Source: an optimization exercise on an open RTL-to-GDS flow (aim: a short achievable clock period and few clock cycles). Production flows keep margins and buffers that such runs may drop. In this exercise RTL edits were held to simulation tests only and were not proved equivalent to the original. Power and IR drop assume default switching activity.

## flow/flow/run.sh

```bash
#!/bin/bash
# The standard layout, with repair_timing aiming for a larger setup margin.
set -euo pipefail
bash standard.sh SETUP_SLACK_MARGIN=6.5 finish > make_finish.log 2>&1
```

## flow/constraint.sdc

```tcl
create_clock -name core_clock -period 10.0 [get_ports {CLK}]
set_input_delay 2.0000 -clock core_clock [delete_from_list [all_inputs] [get_ports {CLK}]]
set_output_delay 2.0000 -clock core_clock [all_outputs]
set_load 0.01 [all_outputs]
```

## flow/standard.sh

```bash
#!/bin/bash
# synth_recipe.tcl (not shown) runs the flow's synth.tcl, then flattens the netlist and writes it again
# the make line also repeats each setting of config.mk as NAME=value (left out here)
make -C /OpenROAD-flow-scripts/flow DESIGN_CONFIG=/design/flow/config.mk WORK_HOME=/design/flow/orfs CLKGATE_MAP_FILE= SYNTH_SCRIPT=/design/flow/synth_recipe.tcl "${@:-finish}"
```

## flow/config.mk

```make
export PLATFORM = sky130hd
export DESIGN_NAME = mips_core
export DESIGN_NICKNAME = mips_core
export VERILOG_FILES = /design/flow/design.v
export SDC_FILE = /design/flow/constraint.sdc
export NUM_CORES = 4
export LEC_CHECK = 0
export CAP_MARGIN = 20
export CORE_MARGIN = 2
export CORE_UTILIZATION = 25
export PLACE_DENSITY = 0.35
export SLEW_MARGIN = 20
```

## flow/design.v

```verilog
`default_nettype none
package cpu_pkg;
  typedef logic [31:0] word_t;
  typedef logic [4:0]  regbits_t;
  typedef enum logic [5:0] {
    OP_RTYPE = 6'h00,
    OP_J     = 6'h02,
    OP_JAL   = 6'h03,
    OP_BEQ   = 6'h04,
    OP_BNE   = 6'h05,
    OP_ADDIU = 6'h09,
    OP_SLTI  = 6'h0a,
    OP_ANDI  = 6'h0c,
    OP_ORI   = 6'h0d,
    OP_XORI  = 6'h0e,
    OP_LUI   = 6'h0f,
    OP_LW    = 6'h23,
    OP_SW    = 6'h2b,
    OP_HALT  = 6'h3f
  } opcode_t;
  typedef enum logic [5:0] {
    FN_SLL  = 6'h00,
    FN_SRL  = 6'h02,
    FN_JR   = 6'h08,
    FN_ADDU = 6'h21,
    FN_SUBU = 6'h23,
    FN_AND  = 6'h24,
    FN_OR   = 6'h25,
    FN_XOR  = 6'h26,
    FN_NOR  = 6'h27,
    FN_SLT  = 6'h2a,
    FN_SLTU = 6'h2b
  } funct_t;
  typedef enum logic [3:0] {
    ALU_SLL, ALU_SRL, ALU_ADD, ALU_SUB, ALU_AND,
    ALU_OR, ALU_XOR, ALU_NOR, ALU_SLT, ALU_SLTU
  } aluop_t;
  typedef struct packed {
    opcode_t     opcode;
    regbits_t    rs;
    regbits_t    rt;
    regbits_t    rd;
    logic [4:0]  shamt;
    funct_t      funct;
  } r_t;
  typedef struct packed {
    opcode_t     opcode;
    regbits_t    rs;
    regbits_t    rt;
    logic [15:0] imm;
  } i_t;
  typedef struct packed {
    opcode_t     opcode;
    logic [25:0] addr;
  } j_t;
  typedef enum logic [1:0] {RD_RT, RD_RD, RD_R31} regdst_t;
  typedef enum logic [1:0] {IMM_ZERO, IMM_SIGN, IMM_UPPER, IMM_SHAMT} immsel_t;
  typedef enum logic [1:0] {FWD_RF, FWD_WB, FWD_MEM, FWD_LOAD} fwd_sel_t;
  typedef struct packed {
    aluop_t  alu_op;
    logic    alu_src;
    immsel_t imm_sel;
    regdst_t reg_dst;
    logic    reg_wr;
    logic    mem_to_reg;
    logic    mem_wr;
    logic    beq;
    logic    bne;
    logic    jump;
    logic    jal;
    logic    jreg;
    logic    halt;
  } ctrl_t;
  typedef struct packed {
    word_t imem_addr;
    logic  imem_ren;
    word_t dmem_addr;
    word_t dmem_store;
    logic  dmem_ren;
    logic  dmem_wen;
    logic  halt;
  } dp_out_t;
  typedef struct packed {
    logic  ihit;
    logic  dhit;
    word_t imem_load;
    word_t dmem_load;
  } dp_in_t;
  typedef struct packed {
    word_t instr;
    word_t npc;
  } if_id_t;
  typedef struct packed {
    ctrl_t    ctrl;
    word_t    npc;
    word_t    rdat1;
    word_t    rdat2;
    word_t    imm;
    word_t    instr;
    regbits_t dest;
  } id_ex_t;
  typedef struct packed {
    ctrl_t    ctrl;
    word_t    npc;
    word_t    alu_out;
    logic     zero;
    word_t    store;
    word_t    target;
    regbits_t dest;
  } ex_mem_t;
  typedef struct packed {
    ctrl_t    ctrl;
    word_t    npc;
    word_t    alu_out;
    word_t    load;
    regbits_t dest;
  } mem_wb_t;
endpackage
`default_nettype wire
`default_nettype none
module ks_add #(
  parameter int W = 32,
  parameter int L = 6    
) (
  input  wire logic [W-1:0] a,
  input  wire logic [W-1:0] b,
  input  wire logic         cin,
  output logic      [W-1:0] sum,
  output logic              cout
);
  logic [W:0] g, p;
  always_comb begin
    g = {a & b, cin};
    p = {a ^ b, 1'b0};
    for (int l = 0; l < L; l++) begin
      g = g | (p & (g << (1 << l)));
      p = p & (p << (1 << l));
    end
  end
  assign sum  = a ^ b ^ g[W-1:0];
  assign cout = g[W];
endmodule
`default_nettype wire
`default_nettype none
module datapath (
  input  wire logic        CLK,
  input  wire logic        nRST,
  input  wire logic        ihit,
  input  wire logic        dhit,
  input  wire logic [31:0] imem_load,
  input  wire logic [31:0] dmem_load,
  output logic      [31:0] imem_addr,
  output logic             imem_ren,
  output logic      [31:0] dmem_addr,
  output logic      [31:0] dmem_store,
  output logic             dmem_ren,
  output logic             dmem_wen,
  output logic             halt
);
  logic [31:0] pc, f_pc_q;
  logic        ifail_q, dfail_q, halt_q, iren_q;
  logic        d_valid, d_pt, d_jp, d_fred;
  logic [31:0] d_jtgt;
  logic        d_ehz_rs, d_ml_rs, d_sm_rs, d_sw_rs, d_sx_rs;
  logic        d_ehz_rt, d_ml_rt, d_sm_rt, d_sw_rt, d_sx_rt;
  logic [31:0] ras;
  logic [31:0] d_instr, d_pc, d_rsv, d_rtv;
  logic        e_valid, e_wr, e_ren, e_wen, e_halt, e_isbr, e_bne, e_pt;
  logic        e_isjr, e_jp, e_addi, e_lui;
  logic [31:0] e_negimm;
  logic        e_fa_m, e_fb_m;
  logic        e_useimm, e_sub, e_fbx_m, e_jr_or;
  logic        r_add, r_and, r_or, r_xor, r_nor, r_slt, r_sltu, r_sll, r_srl, r_const;
  logic [4:0]  e_dest, e_sh;
  logic [31:0] e_rs, e_rt, e_bx, e_const, e_alt, e_pc;
  logic        m_wr, m_ren, m_wen;
  logic [4:0]  m_dest;
  logic [31:0] m_res, m_store, m_pc;
  logic        w_wr;
  logic [4:0]  w_dest;
  logic [31:0] w_res, w_pc;
  logic        x_wr;
  logic [4:0]  x_dest;
  logic [31:0] x_res;
  logic [31:0] regs [1:31];
  logic [5:0]  d_op, d_fn;
  logic [4:0]  d_rs, d_rt, d_rd, d_dest;
  logic [15:0] d_imm16;
  logic [31:0] pc4, f_jt, f_bt, f_tgt, f_alt;
  logic [5:0]  f_op;
  logic        f_isj, f_pt, f_redir, f_jp, f_short, f_bpred;
  assign pc4   = pc + 32'd4;
  assign f_op  = imem_load[31:26];
  assign f_isj = (f_op == 6'h02) || (f_op == 6'h03);
  assign f_pt  = ((f_op == 6'h04) && imem_load[15]) || (f_op == 6'h05);
  logic        kc_ok, f_jrk;
  logic [31:0] kc_val;
  assign kc_ok  = d_valid && (d_op == 6'h0d) && (d_rs == d_rt) && e_wr && e_lui &&
                  (e_dest == d_rt);
  assign kc_val = e_const | {16'h0000, d_imm16};
  assign f_jrk  = (f_op == 6'h00) && (imem_load[5:0] == 6'h08) && kc_ok &&
                  (imem_load[25:21] == d_rt);
  assign f_jp   = (f_op == 6'h00) && (imem_load[5:0] == 6'h08) &&
                  ((imem_load[25:21] == 5'd31) || f_jrk);
  assign f_short = (imem_load[15:7] == 9'h000) || (imem_load[15:7] == 9'h1ff);
  assign f_bpred = f_pt && f_short;
  assign f_redir = f_isj || f_bpred || f_jp;
  assign f_jt  = {pc4[31:28], imem_load[25:0], 2'b00};
  logic        f_co;
  ks_add #(.W(30), .L(5)) u_fbt (
    .a    (pc4[31:2]),
    .b    ({{22{imem_load[7]}}, imem_load[7:0]}),
    .cin  (1'b0),
    .sum  (f_bt[31:2]),
    .cout (f_co)
  );
  assign f_bt[1:0] = 2'b00;
  assign f_tgt = f_jrk ? kc_val : (f_jp ? ras : (f_isj ? f_jt : f_bt));
  assign f_alt = f_jrk ? kc_val : ras;
  logic [4:0]  f_rs, f_rt;
  logic [31:0] f_rsv, f_rtv;
  assign f_rs  = imem_load[25:21];
  assign f_rt  = imem_load[20:16];
  assign f_rsv = (f_rs == 5'd0) ? 32'd0 : regs[f_rs];
  assign f_rtv = (f_rt == 5'd0) ? 32'd0 : regs[f_rt];
  logic        d_rtype, d_ralu, d_ishift, d_isjr, d_iimm, d_lw, d_sw, d_br, d_jal, d_halt;
  logic        d_use_rs, d_use_rt, d_wr;
  logic [31:0] d_imm, rf_rs, rf_rt;
  logic        e_rs_hz, e_rt_hz, ml_rs, ml_rt;
  assign d_op    = d_instr[31:26];
  assign d_fn    = d_instr[5:0];
  assign d_rs    = d_instr[25:21];
  assign d_rt    = d_instr[20:16];
  assign d_rd    = d_instr[15:11];
  assign d_imm16 = d_instr[15:0];
  assign d_rtype  = (d_op == 6'h00);
  assign d_ishift = d_rtype && ((d_fn == 6'h00) || (d_fn == 6'h02));
  assign d_ralu   = d_rtype && ((d_fn == 6'h00) || (d_fn == 6'h02) || (d_fn == 6'h21) ||
                                (d_fn == 6'h23) || (d_fn == 6'h24) || (d_fn == 6'h25) ||
                                (d_fn == 6'h26) || (d_fn == 6'h27) || (d_fn == 6'h2a) ||
                                (d_fn == 6'h2b));
  assign d_isjr   = d_rtype && (d_fn == 6'h08);
  assign d_iimm   = (d_op == 6'h09) || (d_op == 6'h0a) || (d_op == 6'h0c) ||
                    (d_op == 6'h0d) || (d_op == 6'h0e) || (d_op == 6'h0f);
  assign d_lw     = (d_op == 6'h23);
  assign d_sw     = (d_op == 6'h2b);
  assign d_br     = (d_op == 6'h04) || (d_op == 6'h05);
  assign d_jal    = (d_op == 6'h03);
  assign d_halt   = (d_op == 6'h3f);
  assign d_use_rs = (d_ralu && !d_ishift) || d_isjr || (d_iimm && d_op != 6'h0f) ||
                    d_lw || d_sw || d_br;
  assign d_use_rt = d_ralu || d_sw || d_br;
  always_comb begin
    if (d_ralu)     d_dest = d_rd;
    else if (d_jal) d_dest = 5'd31;
    else            d_dest = d_rt;
  end
  assign d_wr = (d_ralu || d_iimm || d_lw || d_jal) && (d_dest != 5'd0);
  always_comb begin
    if ((d_op == 6'h0c) || (d_op == 6'h0d) || (d_op == 6'h0e))
      d_imm = {16'h0000, d_imm16};
    else
      d_imm = {{16{d_imm16[15]}}, d_imm16};
  end
  always_comb begin
    rf_rs = d_rsv;
    if (d_sm_rs) rf_rs = m_res;
    if (d_sw_rs) rf_rs = w_res;
    if (d_sx_rs) rf_rs = x_res;
    rf_rt = d_rtv;
    if (d_sm_rt) rf_rt = m_res;
    if (d_sw_rt) rf_rt = w_res;
    if (d_sx_rt) rf_rt = x_res;
  end
  assign e_rs_hz = d_ehz_rs;
  assign e_rt_hz = d_ehz_rt;
  assign ml_rs   = d_ml_rs;
  assign ml_rt   = d_ml_rt;
  logic [4:0] n_rs, n_rt;
  logic       n_ehz_rs, n_ml_rs, n_m_rs, n_w_rs, n_x_rs;
  logic       n_ehz_rt, n_ml_rt, n_m_rt, n_w_rt, n_x_rt;
  assign n_rs = d_hold ? d_rs : f_rs;
  assign n_rt = d_hold ? d_rt : f_rt;
  assign n_ehz_rs = !d_hold && d_valid && d_wr && (d_dest == f_rs);
  assign n_ehz_rt = !d_hold && d_valid && d_wr && (d_dest == f_rt);
  assign n_m_rs   = e_wr && (e_dest == n_rs);
  assign n_m_rt   = e_wr && (e_dest == n_rt);
  assign n_ml_rs  = n_m_rs && e_ren;
  assign n_ml_rt  = n_m_rt && e_ren;
  assign n_w_rs   = m_wr && (m_dest == n_rs);
  assign n_w_rt   = m_wr && (m_dest == n_rt);
  assign n_x_rs   = w_wr && (w_dest == n_rs);
  assign n_x_rt   = w_wr && (w_dest == n_rt);
  logic ld_hazard, fa_m, fb_m, d_sub, r_or_d;
  assign d_sub  = (d_ralu && (d_fn == 6'h23 || d_fn == 6'h2a || d_fn == 6'h2b)) || (d_op == 6'h0a);
  assign r_or_d = (d_ralu && d_fn == 6'h25) || (d_op == 6'h0d);
  assign ld_hazard = d_valid && e_ren && ((d_use_rs && e_rs_hz) || (d_use_rt && e_rt_hz));
  assign fa_m = e_rs_hz;
  assign fb_m = e_rt_hz;
  logic        d_jr_go, d_br_go, d_eq, d_taken, d_mis;
  logic [31:0] d_tgt;
  assign d_jr_go = d_valid && d_isjr && !ld_hazard && !ml_rs && !(e_rs_hz && (!e_jr_or || d_jp));
  assign d_br_go = d_valid && d_br && !ld_hazard && !e_rs_hz && !e_rt_hz && !ml_rs && !ml_rt;
  assign d_eq    = (rf_rs == rf_rt);
  assign d_taken = (d_op == 6'h05) ? !d_eq : d_eq;
  logic d_loop, d_leq;
  assign d_loop  = d_valid && d_br && (d_rt == 5'd0) && e_rs_hz && e_addi && !ld_hazard;
  assign d_leq   = (fwd_rs == e_negimm);
  logic        d_late, d_ept, d_brt;
  logic [31:0] d_pc4, d_bt, d_alt;
  assign d_pc4  = d_pc + 32'd4;
  assign d_bt   = d_pc4 + {{14{d_imm16[15]}}, d_imm16, 2'b00};
  assign d_late = d_valid && d_br && d_pt && !d_fred && !d_br_go && !d_loop;
  assign d_ept  = d_fred || d_late;
  assign d_alt  = d_isjr ? d_jtgt : (d_ept ? d_pc4 : d_bt);
  assign d_brt  = d_br_go ? d_taken : ((d_op == 6'h05) ? !d_leq : d_leq);
  assign d_mis  = ((d_br_go || d_loop) && (d_brt != d_fred)) || d_late ||
                  (d_jr_go && !(d_jp && (rf_rs == d_jtgt)));
  logic [31:0] fwd_rs, fwd_rt, alu_b, b_eff, sum, res;
  logic        cout, eq, taken, e_redir, lt_s, lt_u;
  logic [31:0] e_tgt;
  assign fwd_rs = e_fa_m ? m_res : e_rs;
  assign fwd_rt = e_fb_m ? m_res : e_rt;
  assign b_eff  = e_fbx_m ? (m_res ^ {32{e_sub}}) : e_bx;
  assign alu_b  = b_eff;
  ks_add #(.W(32), .L(6)) u_add (
    .a    (fwd_rs),
    .b    (b_eff),
    .cin  (e_sub),
    .sum  (sum),
    .cout (cout)
  );
  assign lt_u = !cout;
  logic r_sub_w;
  assign r_sub_w = e_sub && !r_slt && !r_sltu;
  assign lt_s = (fwd_rs[31] == b_eff[31]) ? fwd_rs[31] : sum[31];
  always_comb begin
    res = 32'd0;
    if (r_add | r_sub_w) res = res | sum;
    if (r_and)   res = res | (fwd_rs & alu_b);
    if (r_or)    res = res | (fwd_rs | alu_b);
    if (r_xor)   res = res | (fwd_rs ^ alu_b);
    if (r_nor)   res = res | ~(fwd_rs | alu_b);
    if (r_slt)   res = res | {31'd0, lt_s};
    if (r_sltu)  res = res | {31'd0, lt_u};
    if (r_sll)   res = res | (fwd_rt << e_sh);
    if (r_srl)   res = res | (fwd_rt >> e_sh);
    if (r_const) res = res | e_const;
  end
  logic eq_mr, eq_rm, eq_rr;
  assign eq_mr = (m_res == e_rt);
  assign eq_rm = (e_rs == m_res);
  assign eq_rr = (e_rs == e_rt);
  always_comb begin
    if (e_fa_m) eq = e_fb_m ? 1'b1 : eq_mr;
    else        eq = e_fb_m ? eq_rm : eq_rr;
  end
  assign taken = e_bne ? !eq : eq;
  logic [31:0] e_orc;
  assign e_orc = r_const ? e_const : (fwd_rs | b_eff);
  assign e_redir = e_valid && ((e_isbr && (taken != e_pt)) || (e_isjr && !(e_jp && fwd_rs == e_alt)));
  assign e_tgt   = e_isjr ? fwd_rs : e_alt;
  logic fail;
  assign fail = (m_ren || m_wen) && !dhit;
  logic halting, f_take, d_redir;
  assign halting = (d_valid && d_halt) || (e_valid && e_halt) || halt_q;
  assign d_redir = d_mis && !e_redir && !dfail_q;
  assign f_take  = !halting && !e_redir && !dfail_q && !ifail_q && !d_redir && !ld_hazard;
  logic [31:0] pc_next, early_tgt, late_tgt;
  logic        early_sel;
  assign early_sel = dfail_q || e_redir || ifail_q || d_redir;
  always_comb begin
    if (dfail_q)      early_tgt = w_pc;
    else if (e_redir) early_tgt = e_tgt;
    else if (ifail_q) early_tgt = f_pc_q;
    else if (d_isjr)  early_tgt = e_rs_hz ? e_orc : rf_rs;
    else              early_tgt = (d_late || d_brt) ? d_bt : d_pc4;
    if (halting || ld_hazard) late_tgt = pc;
    else if (f_redir)         late_tgt = f_tgt;
    else                      late_tgt = pc4;
    pc_next = early_sel ? early_tgt : late_tgt;
  end
  logic d_hold, e_load_d;
  assign d_hold   = ld_hazard;
  assign e_load_d = d_valid && !ld_hazard && !e_redir && !dfail_q && !fail;
  always_ff @(posedge CLK, negedge nRST) begin
    if (!nRST) begin
      pc      <= 32'h0000_0000;
      ifail_q <= 1'b0;
      dfail_q <= 1'b0;
      halt_q  <= 1'b0;
      iren_q  <= 1'b1;
      d_valid <= 1'b0;
      e_valid <= 1'b0;
      e_wr    <= 1'b0;
      e_ren   <= 1'b0;
      e_wen   <= 1'b0;
      e_halt  <= 1'b0;
      e_isbr  <= 1'b0;
      e_isjr  <= 1'b0;
      m_wr    <= 1'b0;
      m_ren   <= 1'b0;
      m_wen   <= 1'b0;
      w_wr    <= 1'b0;
      x_wr    <= 1'b0;
    end else begin
      pc      <= pc_next;
      ifail_q <= f_take && !ihit && !fail;
      dfail_q <= fail;
      halt_q  <= halt_q || (e_valid && e_halt && !fail);
      iren_q  <= !(halt_q || (e_valid && e_halt && !fail));
      if (!d_hold || fail)
        d_valid <= f_take && ihit && !fail;
      e_valid <= e_load_d;
      e_wr    <= e_load_d && d_wr;
      e_ren   <= e_load_d && d_lw;
      e_wen   <= e_load_d && d_sw;
      e_halt  <= e_load_d && d_halt;
      e_isbr  <= e_load_d && d_br && !d_br_go && !d_loop;
      e_isjr  <= e_load_d && d_isjr && !d_jr_go;
      m_wr    <= e_wr && !fail;
      m_ren   <= e_ren && !fail;
      m_wen   <= e_wen && !fail;
      w_wr    <= m_wr && !fail;
      x_wr    <= w_wr;
    end
  end
  always_ff @(posedge CLK) begin
    f_pc_q <= pc;
    if (f_take && ihit && f_op == 6'h03)
      ras <= pc4;
    if (!d_hold) begin
      d_instr <= imem_load;
      d_pc    <= pc;
      d_pt    <= f_pt;
      d_jp    <= f_jp;
      d_fred  <= f_redir;
      d_jtgt  <= f_alt;
      d_rsv   <= f_rsv;
      d_rtv   <= f_rtv;
    end else begin
      d_rsv   <= rf_rs;
      d_rtv   <= rf_rt;
    end
    e_bne    <= (d_op == 6'h05);
    e_pt     <= d_ept;
    e_jp     <= d_jp;
    e_addi   <= (d_op == 6'h09);
    e_lui    <= (d_op == 6'h0f);
    e_negimm <= 32'd0 - d_imm;
    e_alt    <= d_alt;
    d_ehz_rs <= n_ehz_rs;
    d_ehz_rt <= n_ehz_rt;
    d_ml_rs  <= n_ml_rs && !n_ehz_rs;
    d_ml_rt  <= n_ml_rt && !n_ehz_rt;
    d_sm_rs  <= n_m_rs && !n_ml_rs && !n_ehz_rs;
    d_sm_rt  <= n_m_rt && !n_ml_rt && !n_ehz_rt;
    d_sw_rs  <= n_w_rs && !n_m_rs && !n_ehz_rs;
    d_sw_rt  <= n_w_rt && !n_m_rt && !n_ehz_rt;
    d_sx_rs  <= n_x_rs && !n_w_rs && !n_m_rs && !n_ehz_rs;
    d_sx_rt  <= n_x_rt && !n_w_rt && !n_m_rt && !n_ehz_rt;
    e_pc     <= d_pc;
    e_dest   <= d_dest;
    e_sh     <= d_instr[10:6];
    e_rs     <= ml_rs ? dmem_load : rf_rs;
    e_rt     <= ml_rt ? dmem_load : rf_rt;
    e_bx     <= ((d_iimm || d_lw || d_sw) ? d_imm : (ml_rt ? dmem_load : rf_rt)) ^ {32{d_sub}};
    e_fa_m   <= fa_m;
    e_fb_m   <= fb_m;
    e_fbx_m  <= fb_m && !(d_iimm || d_lw || d_sw);
    e_useimm <= d_iimm || d_lw || d_sw;
    e_jr_or  <= r_or_d || (d_op == 6'h0f) || d_jal;
    e_sub    <= d_sub;
    r_add    <= (d_ralu && d_fn == 6'h21) || (d_op == 6'h09) || d_lw || d_sw;
    r_and    <= (d_ralu && d_fn == 6'h24) || (d_op == 6'h0c);
    r_or     <= (d_ralu && d_fn == 6'h25) || (d_op == 6'h0d);
    r_xor    <= (d_ralu && d_fn == 6'h26) || (d_op == 6'h0e);
    r_nor    <= (d_ralu && d_fn == 6'h27);
    r_slt    <= (d_ralu && d_fn == 6'h2a) || (d_op == 6'h0a);
    r_sltu   <= (d_ralu && d_fn == 6'h2b);
    r_sll    <= (d_ralu && d_fn == 6'h00);
    r_srl    <= (d_ralu && d_fn == 6'h02);
    r_const  <= (d_op == 6'h0f) || d_jal;
    e_const  <= d_jal ? (d_pc + 32'd4) : {d_imm16, 16'h0000};
    m_res   <= res;
    m_store <= fwd_rt;
    m_dest  <= e_dest;
    m_pc    <= e_pc;
    w_res  <= m_ren ? dmem_load : m_res;
    w_dest <= m_dest;
    w_pc   <= m_pc;
    x_dest <= w_dest;
    x_res  <= w_res;
  end
  always_ff @(posedge CLK, negedge nRST) begin
    if (!nRST) begin
      for (int i = 1; i < 32; i++) regs[i] <= 32'd0;
    end else if (w_wr) begin
      regs[w_dest] <= w_res;
    end
  end
  assign imem_addr  = pc;
  assign imem_ren   = iren_q;
  assign dmem_addr  = m_res;
  assign dmem_store = m_store;
  assign dmem_ren   = m_ren;
  assign dmem_wen   = m_wen;
  assign halt       = halt_q;
endmodule
`default_nettype wire
`default_nettype none
module mips_core (
  input  wire logic        CLK,
  input  wire logic        nRST,
  input  wire logic        ihit,
  input  wire logic        dhit,
  input  wire logic [31:0] imem_load,
  input  wire logic [31:0] dmem_load,
  output logic      [31:0] imem_addr,
  output logic             imem_ren,
  output logic      [31:0] dmem_addr,
  output logic      [31:0] dmem_store,
  output logic             dmem_ren,
  output logic             dmem_wen,
  output logic             halt
);
  datapath u_datapath (
    .CLK        (CLK),
    .nRST       (nRST),
    .ihit       (ihit),
    .dhit       (dhit),
    .imem_load  (imem_load),
    .dmem_load  (dmem_load),
    .imem_addr  (imem_addr),
    .imem_ren   (imem_ren),
    .dmem_addr  (dmem_addr),
    .dmem_store (dmem_store),
    .dmem_ren   (dmem_ren),
    .dmem_wen   (dmem_wen),
    .halt       (halt)
  );
endmodule
`default_nettype wire
```

==> results.sh, run 1 <==
export IMPL_yosysTopAreaCell="dfrtp_1"
export IMPL_worst_endpoint_required_ns=10.85
export IMPL_htree_levels=4
export IMPL_vias=89122
export IMPL_max_cap_violations=0
export IMPL_synth_net_count=9181
export IMPL_setup_violations=0
export IMPL_drv_slew=0
export IMPL_drc_errors=0
export IMPL_async_flop_share_pct=60.0
export IMPL_io_buffer_count=167
export IMPL_io_pin_count=168
export IMPL_finalNonFillerCells=14876
export IMPL_vias_per_cell=5.99
export IMPL_area_growth_pct=36.5
export IMPL_die_h_um=611
export IMPL_largest_register="u_datapath.regs"
export IMPL_initial_utilization_pct=25.2
export IMPL_max_slew_margin_pct=16.8
export IMPL_synth_cell_types=97
export IMPL_rsz0062_at_grt="yes"
export IMPL_drive_gt1_share_pct=38.1
export IMPL_ant_nets=0
export IMPL_regToRegSetupSlack_ns=5.30
export IMPL_hold_class="register to register"
export IMPL_fin_hold_ws_ns=0.314
export IMPL_status="timing/DRC/antenna clean"
export IMPL_grt_max_degree=153
export IMPL_fin_tns_setup_ns=0
export IMPL_hold_viol_final=0
export IMPL_clock_sinks=1733
export IMPL_cts_tree="done"
export IMPL_ys_flop_type="dfrtp_1"
export IMPL_p_total_mw=21.7
export IMPL_synth_seq_area_share_pct=44.7
export IMPL_wl_mm=631
export IMPL_cts_hold_buf=0
export IMPL_synthCells=8982
export IMPL_path_max_fanout=5
export IMPL_dieWidth_um=611
export IMPL_synthTopCellsByArea="dfrtp_1 (28%), mux2_2 (13%), dfxtp_1 (12%)"
export IMPL_core_sq_um=366000
export IMPL_clock_latency_ns=1.01
export IMPL_cts_buffers=218
export IMPL_gp_congestion=0.971
export IMPL_syn_area_sq_um=92100
export IMPL_crit_chain="ha_2 > and3_4 > nand3_4 > nor2_4 > nand4_1 > buf_6 > or3_4 > inv_4 > nand2_4 > xor2_4 > inv_2 > ha_4 > nand4_1 > nor2_2 > o211ai_1 > a21o_1 > a311oi_4 > a211o_1 > a21oi_2 > xnor2_2 > buf_4 > and3_4 > o21bai_1 > a32oi_1"
export IMPL_setup_slack_ns=5.30
export IMPL_worstSetupEndpointType="register"
export IMPL_syn_area_per_cell_sq_um=10.3
export IMPL_synth_edf_count=131
export IMPL_stdcell_area_sq_um=126000
export IMPL_tightest_slew_ns=1.25
export IMPL_grt_remaining_overflow=0
export IMPL_nNetsFinal=10045
export IMPL_critPathMaxStageDelay_ns=0.44
export IMPL_worstSetupStartpointType="register"
export IMPL_cts_root_buf="clkbuf_16"
export IMPL_crit_type="register to register"
export IMPL_wl_per_cell_um=42.4
export IMPL_finClkSkew_ns=0.153
export IMPL_first_pass_iters=8
export IMPL_rows=222
export IMPL_clkSlewWorstSetupHoldPaths_ns=0.06
export IMPL_grt_pass1_vias=85115
export IMPL_numPlacedInstances=13563
export IMPL_dpl_hpwl_mm=396
export IMPL_peakVddDrop_mv=0.166
export IMPL_dieArea_sq_um=373000
export IMPL_max_freq_ghz=0.213
export IMPL_clk_path_buf_depth=4
export IMPL_powerDensity_nw_per_um2=172
export IMPL_fin_crit_sh_pct=47.0
export IMPL_pre_cts_ws_ns=3.18
export IMPL_final_util_pct=34.3
export IMPL_period_needed_ns=4.70
export IMPL_grt_pass1_wl_mm=818
export IMPL_yosys_warnings=4
export IMPL_yosysTopAreaCellShare_pct=28.2
export IMPL_cp_arrival_ns=5.55
export IMPL_antenna_found_initial=52
export IMPL_grt_usage_pct=32.3
export IMPL_ys_ff_latch=1733
export IMPL_drt_iter0_drc=12912
export IMPL_place_area_sq_um=101000
export IMPL_cp_slowest_cell="edfxtp_1"
export IMPL_largest_reg_flops=992
export IMPL_p_leak_nw=53.3
## power by group
group	internal [mW]	switching, mW
registers	7.55	0.464
logic	2.08	3.16
clock network	4.85	3.58
## final timing paths
check	endpoint	startpoint	cells past startpoint
max	u_datapath.pc[31]	u_datapath.d_pc[2]	24
min	u_datapath.w_pc[25]	u_datapath.m_pc[25]	0
max reg2reg	u_datapath.pc[31]	u_datapath.d_pc[2]	24
min reg2reg	u_datapath.w_pc[25]	u_datapath.m_pc[25]	0
max in group asynchronous	u_datapath.m_wen	nRST	3
min in group asynchronous	u_datapath.regs[24][20]	nRST	1
## cell usage in the layout, fill, tap and decap left out, types with 92 or more instances in the layout
cell / instances
mux2_2: 1025
dfrtp_1: 1004
buf_4: 750
nand2_1: 588
dfxtp_1: 496
a22oi_1: 455
a21oi_1: 350
o21ai_0: 350
nor2_1: 314
buf_6: 246
clkbuf_16: 236
xnor2_1: 226
mux2i_1: 206
nand4_1: 191
inv_1: 189
a22o_1: 187
buf_12: 181
a221oi_1: 152
xor2_1: 136
edfxtp_1: 131
nand3_1: 129
ha_1: 94
nor2_4: 92
a222oi_1: 92
## synthesized netlist by cell type, types with 163 or more instances
master,instances
nor2_1,423
a22oi_1,485
a21oi_1,400
inv_1,205
a22o_1,188
clkbuf_1,633
dfrtp_1,1039
dfxtp_1,562
xor2_1,163
xnor2_1,278
mux2_2,1066
nand2_1,622
o21ai_0,447
a221oi_1,223
nand4_1,191
mux2i_1,262
## worst max-delay path: cells and delay by family (launching register included)
family / cells / cell delay [ns]
AOI/OAI and AO/OA: 7 / 1.22
xor gates and xnor gates: 2 / 0.46
adders and majority gates: 2 / 0.51
buffers and inverters: 4 / 0.49
DFF: 1 / 0.44
and+or+nand+nor: 9 / 1.43
## final cells by class
cell class                 count  area [sq um]
multi-input combinational   6262         53800
timing repair inverter         6          36.3
antenna                       30          75.1
clock buffer                 313          6370
fill                       36679        240000
tap                         4816          6030
timing repair buffer        1415         16100
clock inverter                91          1070
inverter                     210           902
sequential                  1733         41400
## kinds of logic after synthesis
group,after synthesis,share of synthesized area [%]
adder cells (fa/ha/maj),131,1.80
flip-flops,1733,44.7
multiplexers,1361,16.6
XOR/XNOR,441,4.19
buffers and inverters,988,4.22
AND/OR/NAND/NOR,1932,10.1
AO/OA/AOI/OAI,2396,18.3
## routing by layer
| metal | track usage, % | part of all wire (%) | vias to the layer above |
|---|---|---|---|
| met2 | 49.3 | 43 | 5861 |
| met3 | 7.06 | 8.3 | 1870 |
| met5 | 0 | 0.070 | - |
| li1 | - | - | 35460 |
| met4 | 23.3 | 9.0 | 26 |
| met1 | 40.1 | 39 | 45905 |
## what timing repair did
item	in CTS	in global routing
pin swaps	279	310
endpoints found under the setup margin	520	280
gates resized for setup	1741	582
buffers inserted	549	258
cloned	55	16
Testbench counts, summed over its fixed seeds: cycles 18,844.
==> run 2, diff against run 1 <==
--- a/flow/design.v
+++ b/flow/design.v
@@ -165,5 +165,5 @@
   logic        d_ehz_rt, d_ml_rt, d_sm_rt, d_sw_rt, d_sx_rt;
   logic [31:0] ras;
-  logic [31:0] d_instr, d_pc, d_rsv, d_rtv;
+  logic [31:0] d_instr, d_pc, d_pc4, d_bt, d_rsv, d_rtv;
   logic        e_valid, e_wr, e_ren, e_wen, e_halt, e_isbr, e_bne, e_pt;
   logic        e_isjr, e_jp, e_addi, e_lui;
@@ -216,5 +216,17 @@
   );
   assign f_bt[1:0] = 2'b00;
-  assign f_tgt = f_jrk ? kc_val : (f_jp ? ras : (f_isj ? f_jt : f_bt));
+  logic [31:0] f_btf;
+  logic        f_cof;
+  ks_add #(.W(30), .L(5)) u_fbtf (
+    .a    (pc4[31:2]),
+    .b    ({{14{imem_load[15]}}, imem_load[15:0]}),
+    .cin  (1'b0),
+    .sum  (f_btf[31:2]),
+    .cout (f_cof)
+  );
+  assign f_btf[1:0] = 2'b00;
+  logic [31:0] f_oth;
+  assign f_oth = f_jrk ? kc_val : (f_jp ? ras : f_jt);
+  assign f_tgt = f_bpred ? f_bt : f_oth;
   assign f_alt = f_jrk ? kc_val : ras;
   logic [4:0]  f_rs, f_rt;
@@ -277,19 +289,16 @@
   assign ml_rs   = d_ml_rs;
   assign ml_rt   = d_ml_rt;
-  logic [4:0] n_rs, n_rt;
   logic       n_ehz_rs, n_ml_rs, n_m_rs, n_w_rs, n_x_rs;
   logic       n_ehz_rt, n_ml_rt, n_m_rt, n_w_rt, n_x_rt;
-  assign n_rs = d_hold ? d_rs : f_rs;
-  assign n_rt = d_hold ? d_rt : f_rt;
   assign n_ehz_rs = !d_hold && d_valid && d_wr && (d_dest == f_rs);
   assign n_ehz_rt = !d_hold && d_valid && d_wr && (d_dest == f_rt);
-  assign n_m_rs   = e_wr && (e_dest == n_rs);
-  assign n_m_rt   = e_wr && (e_dest == n_rt);
+  assign n_m_rs   = e_wr && (d_hold ? (e_dest == d_rs) : (e_dest == f_rs));
+  assign n_m_rt   = e_wr && (d_hold ? (e_dest == d_rt) : (e_dest == f_rt));
   assign n_ml_rs  = n_m_rs && e_ren;
   assign n_ml_rt  = n_m_rt && e_ren;
-  assign n_w_rs   = m_wr && (m_dest == n_rs);
-  assign n_w_rt   = m_wr && (m_dest == n_rt);
-  assign n_x_rs   = w_wr && (w_dest == n_rs);
-  assign n_x_rt   = w_wr && (w_dest == n_rt);
+  assign n_w_rs   = m_wr && (d_hold ? (m_dest == d_rs) : (m_dest == f_rs));
+  assign n_w_rt   = m_wr && (d_hold ? (m_dest == d_rt) : (m_dest == f_rt));
+  assign n_x_rs   = w_wr && (d_hold ? (w_dest == d_rs) : (w_dest == f_rs));
+  assign n_x_rt   = w_wr && (d_hold ? (w_dest == d_rt) : (w_dest == f_rt));
   logic ld_hazard, fa_m, fb_m, d_sub, r_or_d;
   assign d_sub  = (d_ralu && (d_fn == 6'h23 || d_fn == 6'h2a || d_fn == 6'h2b)) || (d_op == 6'h0a);
@@ -308,7 +317,5 @@
   assign d_leq   = (fwd_rs == e_negimm);
   logic        d_late, d_ept, d_brt;
-  logic [31:0] d_pc4, d_bt, d_alt;
-  assign d_pc4  = d_pc + 32'd4;
-  assign d_bt   = d_pc4 + {{14{d_imm16[15]}}, d_imm16, 2'b00};
+  logic [31:0] d_alt;
   assign d_late = d_valid && d_br && d_pt && !d_fred && !d_br_go && !d_loop;
   assign d_ept  = d_fred || d_late;
@@ -335,16 +342,17 @@
   assign r_sub_w = e_sub && !r_slt && !r_sltu;
   assign lt_s = (fwd_rs[31] == b_eff[31]) ? fwd_rs[31] : sum[31];
+  logic [31:0] oth;
   always_comb begin
-    res = 32'd0;
-    if (r_add | r_sub_w) res = res | sum;
-    if (r_and)   res = res | (fwd_rs & alu_b);
-    if (r_or)    res = res | (fwd_rs | alu_b);
-    if (r_xor)   res = res | (fwd_rs ^ alu_b);
-    if (r_nor)   res = res | ~(fwd_rs | alu_b);
-    if (r_slt)   res = res | {31'd0, lt_s};
-    if (r_sltu)  res = res | {31'd0, lt_u};
-    if (r_sll)   res = res | (fwd_rt << e_sh);
-    if (r_srl)   res = res | (fwd_rt >> e_sh);
-    if (r_const) res = res | e_const;
+    oth = 32'd0;
+    if (r_and)   oth = oth | (fwd_rs & alu_b);
+    if (r_or)    oth = oth | (fwd_rs | alu_b);
+    if (r_xor)   oth = oth | (fwd_rs ^ alu_b);
+    if (r_nor)   oth = oth | ~(fwd_rs | alu_b);
+    if (r_slt)   oth = oth | {31'd0, lt_s};
+    if (r_sltu)  oth = oth | {31'd0, lt_u};
+    if (r_sll)   oth = oth | (fwd_rt << e_sh);
+    if (r_srl)   oth = oth | (fwd_rt >> e_sh);
+    if (r_const) oth = oth | e_const;
+    res = (r_add | r_sub_w) ? sum : oth;
   end
   logic eq_mr, eq_rm, eq_rr;
@@ -359,5 +367,7 @@
   logic [31:0] e_orc;
   assign e_orc = r_const ? e_const : (fwd_rs | b_eff);
-  assign e_redir = e_valid && ((e_isbr && (taken != e_pt)) || (e_isjr && !(e_jp && fwd_rs == e_alt)));
+  logic jr_eq;
+  assign jr_eq   = e_fa_m ? (m_res == e_alt) : (e_rs == e_alt);
+  assign e_redir = e_valid && ((e_isbr && (taken != e_pt)) || (e_isjr && !(e_jp && jr_eq)));
   assign e_tgt   = e_isjr ? fwd_rs : e_alt;
   logic fail;
@@ -367,17 +377,19 @@
   assign d_redir = d_mis && !e_redir && !dfail_q;
   assign f_take  = !halting && !e_redir && !dfail_q && !ifail_q && !d_redir && !ld_hazard;
-  logic [31:0] pc_next, early_tgt, late_tgt;
-  logic        early_sel;
-  assign early_sel = dfail_q || e_redir || ifail_q || d_redir;
+  logic [31:0] pc_next, o_tgt;
+  logic        f_use;
+  assign f_use = f_redir && f_take;
   always_comb begin
-    if (dfail_q)      early_tgt = w_pc;
-    else if (e_redir) early_tgt = e_tgt;
-    else if (ifail_q) early_tgt = f_pc_q;
-    else if (d_isjr)  early_tgt = e_rs_hz ? e_orc : rf_rs;
-    else              early_tgt = (d_late || d_brt) ? d_bt : d_pc4;
-    if (halting || ld_hazard) late_tgt = pc;
-    else if (f_redir)         late_tgt = f_tgt;
-    else                      late_tgt = pc4;
-    pc_next = early_sel ? early_tgt : late_tgt;
+    if (d_isjr) d_tgt = e_rs_hz ? e_orc : rf_rs;
+    else        d_tgt = (d_late || d_brt) ? d_bt : d_pc4;
+    if (dfail_q)                  o_tgt = w_pc;
+    else if (ifail_q)             o_tgt = f_pc_q;
+    else if (halting || ld_hazard) o_tgt = pc;
+    else                          o_tgt = pc4;
+    if (e_redir)      o_tgt = e_tgt;
+    else if (d_mis)   o_tgt = d_tgt;
+    if (f_use && f_bpred) pc_next = f_bt;
+    else if (f_use)       pc_next = f_oth;
+    else                  pc_next = o_tgt;
   end
   logic d_hold, e_load_d;
@@ -428,5 +440,5 @@
   always_ff @(posedge CLK) begin
     f_pc_q <= pc;
-    if (f_take && ihit && f_op == 6'h03)
+    if (ihit && f_op == 6'h03)
       ras <= pc4;
     if (!d_hold) begin
@@ -434,4 +446,6 @@
       d_pc    <= pc;
       d_pt    <= f_pt;
+      d_pc4   <= pc4;
+      d_bt    <= f_btf;
       d_jp    <= f_jp;
       d_fred  <= f_redir;
==> run 2 against run 1 <==
Net effect:
- critical endpoint is now u_datapath.pc[30]
- fmax rose by 3.8%
- highest routed layer unchanged
- wire length is 3.7% lower
- worst setup slack improved by 0.17 ns
- final cell count is 1.4% lower
- critical path type unchanged
- sequential cell count rose by 60
- critical path depth shrank 5
- synthesized area is 0.23% higher
==> results.sh, run 2 <==
export IMPL_grt_pass1_wl_mm=799
export IMPL_nNetsFinal=9812
export IMPL_path_max_fanout=21
export IMPL_period_needed_ns=4.53
export IMPL_initial_utilization_pct=25.1
export IMPL_rows=223
export IMPL_worst_endpoint_required_ns=10.81
export IMPL_dpl_hpwl_mm=387
export IMPL_synthAdderAreaFrac_pct=1.67
export IMPL_synth_net_count=9109
export IMPL_synthTopCellsByArea="dfrtp_1 (28%), dfxtp_1 (12%), mux2_2 (12%)"
export IMPL_cts_tree="done"
export IMPL_wl_per_cell_um=41.4
export IMPL_cp_slowest_cell="a2111oi_0"
export IMPL_io_buffer_count=167
export IMPL_r2r_start="u_datapath.d_sw_rs"
export IMPL_worstSetupEndpointType="register"
export IMPL_hold_viol_final=0
export IMPL_io_pin_count=168
export IMPL_fill_cells=37090
export IMPL_cp_endpoint="u_datapath.pc[30]"
export IMPL_status="timing/DRC/antenna clean"
export IMPL_ys_flop_type="dfrtp_1"
export IMPL_drv_slew=0
export IMPL_synthCells=8919
export IMPL_synth_top_family_by_area="compound AO/OA/AOI/OAI gates"
export IMPL_r2r_cells=19
export IMPL_p_total_mw=22.3
export IMPL_regToRegSetupSlack_ns=5.47
export IMPL_crit_chain="buf_12 > nand2b_1 > buf_4 > o22ai_1 > o21bai_1 > o221ai_1 > a2111oi_0 > nand4_1 > a21oi_1 > nand3_2 > nor3_4 > buf_6 > buf_6 > nand3_4 > buf_12 > buf_12 > buf_16 > o22ai_4 > a211oi_2"
export IMPL_clk_path_buf_depth=4
export IMPL_max_slew_margin_pct=14.9
export IMPL_reg2reg_to="u_datapath.pc[30]"
export IMPL_syn_area_per_cell_sq_um=10.3
export IMPL_first_pass_iters=9
export IMPL_cp_top_family="compound AO/OA/AOI/OAI gates"
export IMPL_layout_common_cells="dfrtp_1 (1,002), mux2_2 (948), buf_4 (654)"
export IMPL_die_h_um=612
export IMPL_tightest_slew_ns=1.26
export IMPL_grt_remaining_overflow=0
export IMPL_rsz0062_at_grt="yes"
export IMPL_fin_crit_sh_pct=45.3
export IMPL_vias=86589
export IMPL_synth_xor_area_share_pct=4.34
export IMPL_synth_cell_types=95
export IMPL_synth_seq_area_share_pct=46.6
export IMPL_area_growth_pct=32.6
export IMPL_fin_tns_setup_ns=0
export IMPL_async_flop_share_pct=58.0
export IMPL_dieWidth_um=612
export IMPL_yosys_area_share_simple_pct=9.77
export IMPL_drt_iter0_drc=11696
export IMPL_gp_congestion=0.977
export IMPL_yosysTopAreaCell="dfrtp_1"
export IMPL_synthMuxAreaShare_pct=15.7
export IMPL_grt_usage_pct=31.3
export IMPL_cts_hold_buf=0
export IMPL_antenna_found_initial=48
export IMPL_yosys_warnings=4
export IMPL_ant_nets=0
export IMPL_finClkSkew_ns=0.123
export IMPL_grt_pass1_vias=83835
export IMPL_dieArea_sq_um=374000
export IMPL_largest_register="u_datapath.regs"
export IMPL_finalNonFillerCells=14661
export IMPL_powerDensity_nw_per_um2=182
export IMPL_clkSlewWorstSetupHoldPaths_ns=0.06
export IMPL_hold_class="register to register"
export IMPL_setup_violations=0
export IMPL_ys_ff_latch=1793
export IMPL_critPathMaxStageDelay_ns=0.45
export IMPL_yosysTopAreaCellShare_pct=28.2
export IMPL_cp_depth=19
export IMPL_largest_reg_flops=992
export IMPL_syn_area_sq_um=92300
export IMPL_yosysMostFrequentCell="dfrtp_1"
export IMPL_grt_max_degree=169
export IMPL_max_freq_ghz=0.221
export IMPL_path_common_cell="buf_12"
export IMPL_ys_top_cells_by_count="dfrtp_1 (1,039), mux2_2 (975), nand2_1 (625), clkbuf_1 (598), dfxtp_1 (562)"
export IMPL_crit_type="register to register"
export IMPL_max_cap_violations=0
export IMPL_vias_per_cell=5.91
export IMPL_clock_sinks=1793
export IMPL_htree_levels=4
export IMPL_cts_root_buf="clkbuf_16"
export IMPL_numPlacedInstances=13562
export IMPL_synth_edf_count=191
export IMPL_synth_compound_area_share_pct=17.9
export IMPL_core_sq_um=368000
export IMPL_peakVddDrop_mv=0.160
export IMPL_path_buf_inv=7
export IMPL_critPathLaunch="u_datapath.d_sw_rs"
export IMPL_clock_latency_ns=1.00
export IMPL_cts_buffers=223
export IMPL_final_util_pct=33.2
export IMPL_wl_mm=607
export IMPL_worstSetupStartpointType="register"
export IMPL_cp_arrival_ns=5.34
export IMPL_drive_gt1_share_pct=34.8
export IMPL_drc_errors=0
export IMPL_p_leak_nw=51.6
export IMPL_final_common_cell="dfrtp_1"
## run 2: area by class of cell
type	instances	area (sq um)	area share [%]
diodes	24	60.1	0.0491
repair inverters	7	50.0	0.0409
well taps	4837	6050	4.94
clock inverters	84	1120	0.913
inverters	199	817	0.667
multi-input cells	6183	51400	42.0
repair buffers	1215	13300	10.8
flip-flops and latches	1793	43200	35.3
clock buffers	319	6490	5.30
## run 2: worst min path at each step
stage / start / endpoint / slack, ns / cells after the start
after floorplan: u_datapath.e_pc[0] / u_datapath.m_pc[0] / 0.31 / 0
after global placement: u_datapath.e_pc[11] / u_datapath.m_pc[11] / 0.31 / 0
after detailed placement: u_datapath.e_pc[27] / u_datapath.m_pc[27] / 0.31 / 0
after CTS: u_datapath.e_pc[20] / u_datapath.m_pc[20] / 0.32 / 0
after global routing: u_datapath.m_pc[26] / u_datapath.w_pc[26] / 0.33 / 0
final: u_datapath.m_pc[31] / u_datapath.w_pc[31] / 0.32 / 0
## run 2: where the power goes
group	switching (mW)	leakage [nW]	internal [mW]
registers	0.645	21.0	8.13
clock network	3.60	3.74	5.09
logic	2.86	26.8	1.99
total	7.11	51.6	15.2
## run 2: kinds of logic after synthesis
family	after synthesis
compound gates	2385
xor+xnor	457
fa+ha+maj	122
buf+inv	951
flops	1793
mux	1311
simple gates	1900
## run 2: timing repair
action,CTS,global route
cloned,46,16
pin swaps,202,152
buffers inserted,506,104
setup endpoints to repair,582,434
resized for setup,1504,395
## run 2: worst reg2reg max path, cell delays in order, from the launching register on
cell and delay [ns]:
dfxtp_4 0.43, buf_12 0.20, nand2b_1 0.16, buf_4 0.24
o22ai_1 0.37, o21bai_1 0.39, o221ai_1 0.19, a2111oi_0 0.45
nand4_1 0.30, a21oi_1 0.25, nand3_2 0.21, nor3_4 0.26
buf_6 0.15, buf_6 0.11, nand3_4 0.08, buf_12 0.20
buf_12 0.13, buf_16 0.15, o22ai_4 0.17, a211oi_2 0.05
## run 2: layer usage
metal  share of wire [%]  routed length, um  global-route usage, %  vias to the layer above
li1                    -                  -                      -                    34750
met1                  40             242000                   39.6                    45087
met2                  44             266000                   48.5                     5145
met3                 8.0              48700                   6.39                     1595
met4                 8.2              49700                   20.2                       12
met5               0.015                 89                      0                        -
## run 2: stage by stage
step / cell area (sq um) / hold slack [ns] / setup slack (ns)
6_report: 122000 / 0.323 / 5.47
3_5_place_dp: 102000 / 0.312 / 2.77
5_1_grt: 122000 / 0.330 / 5.35
3_3_place_gp: 102000 / 0.310 / 2.76
4_1_cts: 119000 / 0.318 / 5.51
2_1_floorplan: 94600 / 0.310 / 4.85
Testbench counts of run 2, summed over its fixed seeds: cycles 18,844.
==> run 3, diff against run 2 <==
--- a/flow/design.v
+++ b/flow/design.v
@@ -119,4 +119,39 @@
 `default_nettype wire
 `default_nettype none
+module dec_fields (
+  input  wire logic [31:0] instr,
+  output logic      [4:0]  dest,
+  output logic             wr,
+  output logic             use_rs,
+  output logic             use_rt
+);
+  logic [5:0] op, fn;
+  logic       rtype, ralu, ishift, isjr, iimm, lw, sw, br, jal;
+  assign op     = instr[31:26];
+  assign fn     = instr[5:0];
+  assign rtype  = (op == 6'h00);
+  assign ishift = rtype && ((fn == 6'h00) || (fn == 6'h02));
+  assign ralu   = rtype && ((fn == 6'h00) || (fn == 6'h02) || (fn == 6'h21) ||
+                            (fn == 6'h23) || (fn == 6'h24) || (fn == 6'h25) ||
+                            (fn == 6'h26) || (fn == 6'h27) || (fn == 6'h2a) ||
+                            (fn == 6'h2b));
+  assign isjr   = rtype && (fn == 6'h08);
+  assign iimm   = (op == 6'h09) || (op == 6'h0a) || (op == 6'h0c) ||
+                  (op == 6'h0d) || (op == 6'h0e) || (op == 6'h0f);
+  assign lw     = (op == 6'h23);
+  assign sw     = (op == 6'h2b);
+  assign br     = (op == 6'h04) || (op == 6'h05);
+  assign jal    = (op == 6'h03);
+  always_comb begin
+    if (ralu)     dest = instr[15:11];
+    else if (jal) dest = 5'd31;
+    else          dest = instr[20:16];
+  end
+  assign wr     = (ralu || iimm || lw || jal) && (dest != 5'd0);
+  assign use_rs = (ralu && !ishift) || isjr || (iimm && op != 6'h0f) || lw || sw || br;
+  assign use_rt = ralu || sw || br;
+endmodule
+`default_nettype wire
+`default_nettype none
 module ks_add #(
   parameter int W = 32,
@@ -166,4 +201,5 @@
   logic [31:0] ras;
   logic [31:0] d_instr, d_pc, d_pc4, d_bt, d_rsv, d_rtv;
+  logic [16:0] d_btlo;
   logic        e_valid, e_wr, e_ren, e_wen, e_halt, e_isbr, e_bne, e_pt;
   logic        e_isjr, e_jp, e_addi, e_lui;
@@ -216,14 +252,12 @@
   );
   assign f_bt[1:0] = 2'b00;
-  logic [31:0] f_btf;
-  logic        f_cof;
-  ks_add #(.W(30), .L(5)) u_fbtf (
-    .a    (pc4[31:2]),
-    .b    ({{14{imem_load[15]}}, imem_load[15:0]}),
+  logic [16:0] f_btlo;
+  ks_add #(.W(16), .L(5)) u_fbtlo (
+    .a    (pc4[17:2]),
+    .b    (imem_load[15:0]),
     .cin  (1'b0),
-    .sum  (f_btf[31:2]),
-    .cout (f_cof)
+    .sum  (f_btlo[15:0]),
+    .cout (f_btlo[16])
   );
-  assign f_btf[1:0] = 2'b00;
   logic [31:0] f_oth;
   assign f_oth = f_jrk ? kc_val : (f_jp ? ras : f_jt);
@@ -237,5 +271,5 @@
   assign f_rtv = (f_rt == 5'd0) ? 32'd0 : regs[f_rt];
   logic        d_rtype, d_ralu, d_ishift, d_isjr, d_iimm, d_lw, d_sw, d_br, d_jal, d_halt;
-  logic        d_use_rs, d_use_rt, d_wr;
+  logic        d_use_rs, d_use_rt, d_wr;    
   logic [31:0] d_imm, rf_rs, rf_rt;
   logic        e_rs_hz, e_rt_hz, ml_rs, ml_rt;
@@ -260,13 +294,13 @@
   assign d_jal    = (d_op == 6'h03);
   assign d_halt   = (d_op == 6'h3f);
-  assign d_use_rs = (d_ralu && !d_ishift) || d_isjr || (d_iimm && d_op != 6'h0f) ||
-                    d_lw || d_sw || d_br;
-  assign d_use_rt = d_ralu || d_sw || d_br;
-  always_comb begin
-    if (d_ralu)     d_dest = d_rd;
-    else if (d_jal) d_dest = 5'd31;
-    else            d_dest = d_rt;
-  end
-  assign d_wr = (d_ralu || d_iimm || d_lw || d_jal) && (d_dest != 5'd0);
+  logic [4:0] f_dest;
+  logic       f_wr, f_use_rs, f_use_rt;
+  dec_fields u_fdec (
+    .instr  (imem_load),
+    .dest   (f_dest),
+    .wr     (f_wr),
+    .use_rs (f_use_rs),
+    .use_rt (f_use_rt)
+  );
   always_comb begin
     if ((d_op == 6'h0c) || (d_op == 6'h0d) || (d_op == 6'h0e))
@@ -311,5 +345,26 @@
   assign d_jr_go = d_valid && d_isjr && !ld_hazard && !ml_rs && !(e_rs_hz && (!e_jr_or || d_jp));
   assign d_br_go = d_valid && d_br && !ld_hazard && !e_rs_hz && !e_rt_hz && !ml_rs && !ml_rt;
-  assign d_eq    = (rf_rs == rf_rt);
+  logic sr_rs, sr_rt;
+  logic dq_rr, dq_rm, dq_rw, dq_rx, dq_mr, dq_wr, dq_xr, dq_mw, dq_mx, dq_wx;
+  assign sr_rs  = !(d_sm_rs || d_sw_rs || d_sx_rs);
+  assign sr_rt  = !(d_sm_rt || d_sw_rt || d_sx_rt);
+  assign dq_rr  = (d_rsv == d_rtv);
+  assign dq_rm  = (d_rsv == m_res);
+  assign dq_rw  = (d_rsv == w_res);
+  assign dq_rx  = (d_rsv == x_res);
+  assign dq_mr  = (m_res == d_rtv);
+  assign dq_wr = (w_res == d_rtv);
+  assign dq_xr  = (x_res == d_rtv);
+  assign dq_mw  = (m_res == w_res);
+  assign dq_mx  = (m_res == x_res);
+  assign dq_wx  = (w_res == x_res);
+  assign d_eq = (sr_rs   && sr_rt   && dq_rr)  || (sr_rs   && d_sm_rt && dq_rm) ||
+                (sr_rs   && d_sw_rt && dq_rw)  || (sr_rs   && d_sx_rt && dq_rx) ||
+                (d_sm_rs && sr_rt   && dq_mr)  || (d_sm_rs && d_sm_rt)          ||
+                (d_sm_rs && d_sw_rt && dq_mw)  || (d_sm_rs && d_sx_rt && dq_mx) ||
+                (d_sw_rs && sr_rt   && dq_wr) || (d_sw_rs && d_sm_rt && dq_mw) ||
+                (d_sw_rs && d_sw_rt)           || (d_sw_rs && d_sx_rt && dq_wx) ||
+                (d_sx_rs && sr_rt   && dq_xr)  || (d_sx_rs && d_sm_rt && dq_mx) ||
+                (d_sx_rs && d_sw_rt && dq_wx)  || (d_sx_rs && d_sx_rt);
   assign d_taken = (d_op == 6'h05) ? !d_eq : d_eq;
   logic d_loop, d_leq;
@@ -318,4 +373,15 @@
   logic        d_late, d_ept, d_brt;
   logic [31:0] d_alt;
+  logic [13:0] d_hi_p1, d_hi_m1;
+  assign d_hi_p1 = d_pc4[31:18] + 14'd1;
+  assign d_hi_m1 = d_pc4[31:18] - 14'd1;
+  always_comb begin
+    case ({d_btlo[16], d_imm16[15]})
+      2'b10:   d_bt[31:18] = d_hi_p1;
+      2'b01:   d_bt[31:18] = d_hi_m1;
+      default: d_bt[31:18] = d_pc4[31:18];
+    endcase
+    d_bt[17:0] = {d_btlo[15:0], 2'b00};
+  end
   assign d_late = d_valid && d_br && d_pt && !d_fred && !d_br_go && !d_loop;
   assign d_ept  = d_fred || d_late;
@@ -447,5 +513,9 @@
       d_pt    <= f_pt;
       d_pc4   <= pc4;
-      d_bt    <= f_btf;
+      d_btlo  <= f_btlo;
+      d_dest  <= f_dest;
+      d_wr    <= f_wr;
+      d_use_rs <= f_use_rs;
+      d_use_rt <= f_use_rt;
       d_jp    <= f_jp;
       d_fred  <= f_redir;
==> run 3 against run 2 <==
Net effect:
- critical endpoint is now u_datapath.pc[31]
- synthesized area increased by 3.6%
- sequential share of layout area decreased by 1.3 points
- worst setup slack improved by 0.21 ns
- hold slack got worse by 0.047 ns
- clock-buffer cell count decreased by 7
- non-clock buffer count increased by 65
- global-route usage increased by 0.29 points
- still clean
- largest power group is now the clock network
- first-iteration DRC count decreased by 3.2%
- power decreased by 1.5%
==> results.sh, run 3 <==
export IMPL_worst_endpoint_required_ns=10.86
export IMPL_finalNonFillerCells=15182
export IMPL_period_needed_ns=4.33
export IMPL_async_flop_share_pct=58.2
export IMPL_synth_net_count=9465
export IMPL_max_freq_ghz=0.231
export IMPL_busiest_layer="met2"
export IMPL_gr_usage_met1_pct=37.7
export IMPL_synthAdderAreaFrac_pct=1.63
export IMPL_nNetsFinal=10127
export IMPL_synthTopCellsByArea="dfrtp_1 (27%), mux2_2 (12%), dfxtp_1 (12%)"
export IMPL_yosys_warnings=6
export IMPL_core_sq_um=381000
export IMPL_synth_compound_area_share_pct=15.7
export IMPL_cts_root_buf="clkbuf_16"
export IMPL_clkSlewWorstSetupHoldPaths_ns=0.07
export IMPL_io_buffer_count=167
export IMPL_fin_crit_sh_pct=43.3
export IMPL_gp_congestion=0.965
export IMPL_fin_tns_setup_ns=0
export IMPL_cts_tree="done"
export IMPL_powerDensity_nw_per_um2=173
export IMPL_synthMuxAreaShare_pct=16.9
export IMPL_drt_iter0_drc=11319
export IMPL_worstSetupStartpointType="input port"
export IMPL_p_total_mw=22.0
export IMPL_grt_usage_pct=31.6
export IMPL_yosys_area_share_simple_pct=9.84
export IMPL_hold_class="register to register"
export IMPL_synthCells=9274
export IMPL_final_common_cell="mux2_2"
export IMPL_layout_common_cells="mux2_2 (1,040), dfrtp_1 (1,002), buf_4 (685)"
export IMPL_globalRouteMet2Util_pct=50.3
export IMPL_grt_max_degree=165
export IMPL_drc_errors=0
export IMPL_met3_usage_pct=7.19
export IMPL_grt_pass1_wl_mm=833
export IMPL_dpl_hpwl_mm=408
export IMPL_max_slew_margin_pct=8.20
export IMPL_tightest_slew_ns=1.38
export IMPL_io_pin_count=168
export IMPL_first_pass_iters=12
export IMPL_dieWidth_um=623
export IMPL_die_h_um=623
export IMPL_htree_levels=4
export IMPL_clock_sinks=1788
export IMPL_max_cap_violations=0
export IMPL_synth_seq_area_share_pct=44.8
export IMPL_largest_register="u_datapath.regs"
export IMPL_yosysMostFrequentCell="mux2_2"
export IMPL_syn_area_sq_um=95600
export IMPL_initial_utilization_pct=25.1
export IMPL_area_growth_pct=32.6
export IMPL_drv_slew=0
export IMPL_yosysTopAreaCellShare_pct=27.2
export IMPL_vias_per_cell=5.89
export IMPL_largest_reg_flops=992
export IMPL_synth_cell_types=98
export IMPL_numPlacedInstances=14024
export IMPL_worstSetupEndpointType="register"
export IMPL_rsz0062_at_grt="yes"
export IMPL_finClkSkew_ns=0.112
export IMPL_cp_arrival_ns=5.19
export IMPL_yosysTopAreaCell="dfrtp_1"
export IMPL_peakVddDrop_mv=0.174
export IMPL_ant_nets=0
export IMPL_synth_edf_count=186
export IMPL_synth_xor_area_share_pct=6.85
export IMPL_grt_pass1_vias=86432
export IMPL_syn_area_per_cell_sq_um=10.3
export IMPL_status="timing/DRC/antenna clean"
export IMPL_grt_remaining_overflow=0
export IMPL_ys_top_cells_by_count="mux2_2 (1,057), dfrtp_1 (1,039), clkbuf_1 (744), dfxtp_1 (562), nand2_1 (543)"
export IMPL_vias=89470
export IMPL_clk_path_buf_depth=4
export IMPL_path_max_fanout=7
export IMPL_antenna_found_initial=53
export IMPL_ys_ff_latch=1788
export IMPL_fill_cells=38449
export IMPL_clock_latency_ns=1.01
export IMPL_drive_gt1_share_pct=35.6
export IMPL_rows=227
export IMPL_p_leak_nw=53.6
export IMPL_ys_flop_type="dfrtp_1"
export IMPL_wl_mm=642
export IMPL_wl_per_cell_um=42.3
export IMPL_cts_buffers=221
export IMPL_crit_type="input port to register"
export IMPL_pre_cts_ws_ns=3.67
export IMPL_setup_slack_ns=5.67
export IMPL_setup_violations=0
export IMPL_hold_viol_final=0
export IMPL_dieArea_sq_um=388000
export IMPL_synth_top_family_by_area="multiplexers"
-- run 3: cell types whose count changed in the layout (fill, tap and decap cells not counted), sizes merged, moves of 25 or more --
cell / change
a211oi: +25
a21oi: -47
a22oi: -43
buf: +54
mux2: +85
mux2i: +80
nand2: -80
nand4: +60
nor2: +35
nor4: +50
o21ai: -89
or2: -31
xnor2: +264
xor2: +27
-- run 3: worst max-delay path: stages --
cell and delay [ns]:
buf_12 0.10, buf_12 0.14, ha_4 0.27, a21oi_4 0.15, o21ai_1 0.10, a21o_1 0.18, a31o_4 0.24, a211oi_4 0.29
nor2_2 0.09, a221o_1 0.33, or4_4 0.44, a31o_4 0.27, a21oi_4 0.16, xnor2_2 0.09, a221o_1 0.30
-- run 3: path summary, 6_finish.rpt --
path / slack [ns] / endpoint / cells past startpoint / startpoint
setup / recovery: 5.67 / u_datapath.pc[31] / 15 / imem_load[7]
hold / removal: 0.28 / u_datapath.w_pc[1] / 0 / u_datapath.m_pc[1]
setup reg to reg: 5.74 / u_datapath.pc[31] / 19 / u_datapath.pc[9]
hold reg to reg: 0.28 / u_datapath.w_pc[1] / 0 / u_datapath.m_pc[1]
max in group asynchronous: 6.90 / u_datapath.regs[7][4] / 3 / nRST
min in group asynchronous: 1.05 / u_datapath.regs[6][27] / 1 / nRST
-- run 3: where the power goes --
group	total [mW]	leakage, nW	switching [mW]	internal, mW
clock network	8.65	3.73	3.65	4.99
logic	4.80	28.9	2.85	1.94
registers	8.54	21.0	0.544	8.00
total	22.0	53.6	7.05	14.9
-- run 3: cells by family (layout without fill, tap and decap cells) --
kind of cell               count (synthesis)  in the layout
AOI/OAI and AO/OA                       2151           2151
xor gates and xnor gates                 748            748
adders and majority gates                123            123
buffers and inverters                   1056           1901
DFF                                     1788           1788
muxes                                   1470           1470
other                                      0             22
and+or+nand+nor                         1938           1941
-- run 3: repair_timing --
item                                    in CTS  in global routing
endpoints found under the setup margin     364                363
setup buffers                              473                197
hold buffers                                 0                  0
gates resized for setup                   1581                465
pin swaps                                  235                224
cloned                                      42                 14
-- run 3: final cells by class --
cell class	instances	area (sq um)	share of cell area (%)
antenna	22	55.1	0.0434
clock buffer	312	6330	4.99
timing repair buffer	1280	14500	11.4
timing repair inverter	2	10.0	0.00790
multi-input combinational	6433	54300	42.9
tap	5038	6300	4.97
clock inverter	97	1290	1.02
sequential	1788	43100	34.0
inverter	210	822	0.648
-- run 3: routing by layer --
metal	vias up	wire length [um]	part of all wire [%]
met5	-	359	0.056
met4	26	57400	9.0
met3	1965	53200	8.3
met2	5628	287000	45
met1	46154	244000	38
li1	35697	-	-
-- run 3: through the flow --
step	area, sq um	utilization, %	hold slack, ns
after floorplan	98200	-	0.310
after global placement	105000	27.6	0.310
after detailed placement	105000	27.6	0.312
after CTS	123000	32.2	0.272
after global routing	127000	33.2	0.286
final	127000	33.2	0.276
Testbench counts of run 3, summed over its fixed seeds: cycles 18,844.
==> run 4, diff against run 3 <==
==> flow/flow/run.sh (replaced) <==
#!/bin/bash
# The standard layout, with repair_timing aiming for a larger setup margin.
set -euo pipefail
bash standard.sh SETUP_SLACK_MARGIN=7.5 finish > make_finish.log 2>&1
==> run 4 against run 3 <==
Net effect:
- sequential power rose by 0.5%
- register-to-register slack lost 0.22 ns
- hold slack better by 0.032 ns
- cell area rose by 7.0%
- critical path type is now register to register
==> results.sh, run 4 <==
export IMPL_status="timing/DRC/antenna clean"
export IMPL_crit_type="register to register"
export IMPL_worst_endpoint_required_ns=10.87
export IMPL_io_pin_count=168
export IMPL_grt_usage_pct=33.1
export IMPL_setup_violations=0
export IMPL_synth_net_count=9465
export IMPL_clock_latency_ns=1.00
export IMPL_cts_buffers=226
export IMPL_grt_pass1_wl_mm=868
export IMPL_hold_class="register to register"
export IMPL_yosys_warnings=6
export IMPL_dieArea_sq_um=388000
export IMPL_worstSetupStartpointType="register"
export IMPL_clk_path_buf_depth=4
export IMPL_area_growth_pct=41.9
export IMPL_yosys_area_share_simple_pct=9.84
export IMPL_drc_errors=0
export IMPL_tightest_slew_ns=1.18
export IMPL_path_buf_inv=2
export IMPL_clock_sinks=1788
export IMPL_drv_slew=0
export IMPL_syn_area_per_cell_sq_um=10.3
export IMPL_setup_slack_ns=5.52
export IMPL_critPathMaxStageDelay_ns=0.43
export IMPL_dpl_hpwl_mm=408
export IMPL_wl_mm=674
export IMPL_max_slew_margin_pct=21.3
export IMPL_dieWidth_um=623
export IMPL_p_total_mw=22.6
export IMPL_synth_edf_count=186
export IMPL_period_needed_ns=4.48
export IMPL_grt_max_degree=110
export IMPL_layout_common_cells="mux2_2 (1,014), dfrtp_1 (1,002), buf_4 (718)"
export IMPL_cts_root_buf="clkbuf_16"
export IMPL_ys_top_cells_by_count="mux2_2 (1,057), dfrtp_1 (1,039), clkbuf_1 (744), dfxtp_1 (562), nand2_1 (543)"
export IMPL_yosysMostFrequentCell="mux2_2"
export IMPL_yosysTopAreaCell="dfrtp_1"
export IMPL_syn_area_sq_um=95600
export IMPL_fin_crit_sh_pct=44.8
export IMPL_peakVddDrop_mv=0.200
export IMPL_vias_per_cell=5.92
export IMPL_hold_viol_final=0
export IMPL_ys_ff_latch=1788
export IMPL_rows=227
export IMPL_ys_flop_type="dfrtp_1"
export IMPL_p_leak_nw=57.2
export IMPL_synthTopCellsByArea="dfrtp_1 (27%), mux2_2 (12%), dfxtp_1 (12%)"
export IMPL_synthCells=9274
## run 4: cell counts after synthesis
No cell type changed its count.
## run 4: area by class of cell
class                      instances  area [sq um]
antenna                           23          57.6
clock buffer                     311          6580
clock inverter                   110          1160
fill                           37816        246000
inverter                         210          1080
multi-input combinational       6439         56900
sequential                      1788         43200
tap                             5038          6300
timing repair buffer            1628         20400
timing repair inverter             2          10.0
## run 4: final timing paths
| kind | start | depth (start not counted) | end | slack, ns |
|---|---|---|---|---|
| setup / recovery | u_datapath.pc[7] | 19 | u_datapath.pc[31] | 5.52 |
| hold / removal | u_datapath.m_pc[13] | 0 | u_datapath.w_pc[13] | 0.31 |
| setup reg to reg | u_datapath.pc[7] | 19 | u_datapath.pc[31] | 5.52 |
| hold reg to reg | u_datapath.m_pc[13] | 0 | u_datapath.w_pc[13] | 0.31 |
| max in group asynchronous | nRST | 3 | u_datapath.regs[4][5] | 7.72 |
| min in group asynchronous | nRST | 1 | u_datapath.regs[30][27] | 0.92 |
## run 4: power breakdown
group / switching [mW] / leakage, nW / total (mW) / internal (mW)
combinational: 3.07 / 32.4 / 5.28 / 2.21
clock: 3.68 / 3.83 / 8.72 / 5.04
sequential: 0.581 / 21.0 / 8.58 / 8.00
total: 7.33 / 57.2 / 22.6 / 15.2
## run 4: layer usage
| metal | up-vias | wire length, um | global-route usage, % |
|---|---|---|---|
| met1 | 47309 | 256000 | 39.9 |
| met5 | - | 439 | 0.358 |
| met2 | 6037 | 295000 | 51.6 |
| li1 | 36508 | - | - |
| met3 | 2125 | 58100 | 7.15 |
| met4 | 26 | 64400 | 25.0 |
## run 4: through the flow
step	cell area, sq um	hold slack [ns]	util [%]	cells
3_5_place_dp	106000	0.312	27.9	14007
3_3_place_gp	106000	0.310	27.8	14003
2_1_floorplan	99600	0.310	-	9274
5_1_grt	136000	0.318	35.6	15534
6_report	136000	0.307	35.6	15549
4_1_cts	131000	0.308	34.3	15275
## run 4: worst reg2reg max path, cell delays in order, from the launching register on
cell and delay [ns]:
dfrtp_2 0.43, and4_4 0.24, buf_4 0.11, nand3_1 0.15, nor3_4 0.25, buf_12 0.15, nand3_2 0.22, xnor2_4 0.23
ha_1 0.38, a21oi_1 0.17, nor2b_1 0.07, o21ai_0 0.21, nand2b_1 0.12, nor2b_1 0.14, a221o_1 0.29, or4_4 0.43
a31o_4 0.24, a21oi_4 0.13, xnor2_1 0.10, a221o_1 0.29
## run 4: cell families (layout without fill, tap and decap cells)
group,count (synthesis),count (layout)
flip-flops,1788,1788
AND/OR/NAND/NOR,1938,1947
multiplexers,1470,1470
XOR/XNOR,748,748
AO/OA/AOI/OAI,2151,2151
adder cells (fa/ha/maj),123,123
other,0,23
buffers and inverters,1056,2261
## run 4: what timing repair did
item                                    4_1_cts  5_1_grt
hold buffers                                  0        0
pin swaps                                   459      297
buffers inserted                            768      235
hold endpoints to repair                      0        0
resized for setup                          2299      500
endpoints found under the setup margin     2114     1045
gates cloned                                 79       16
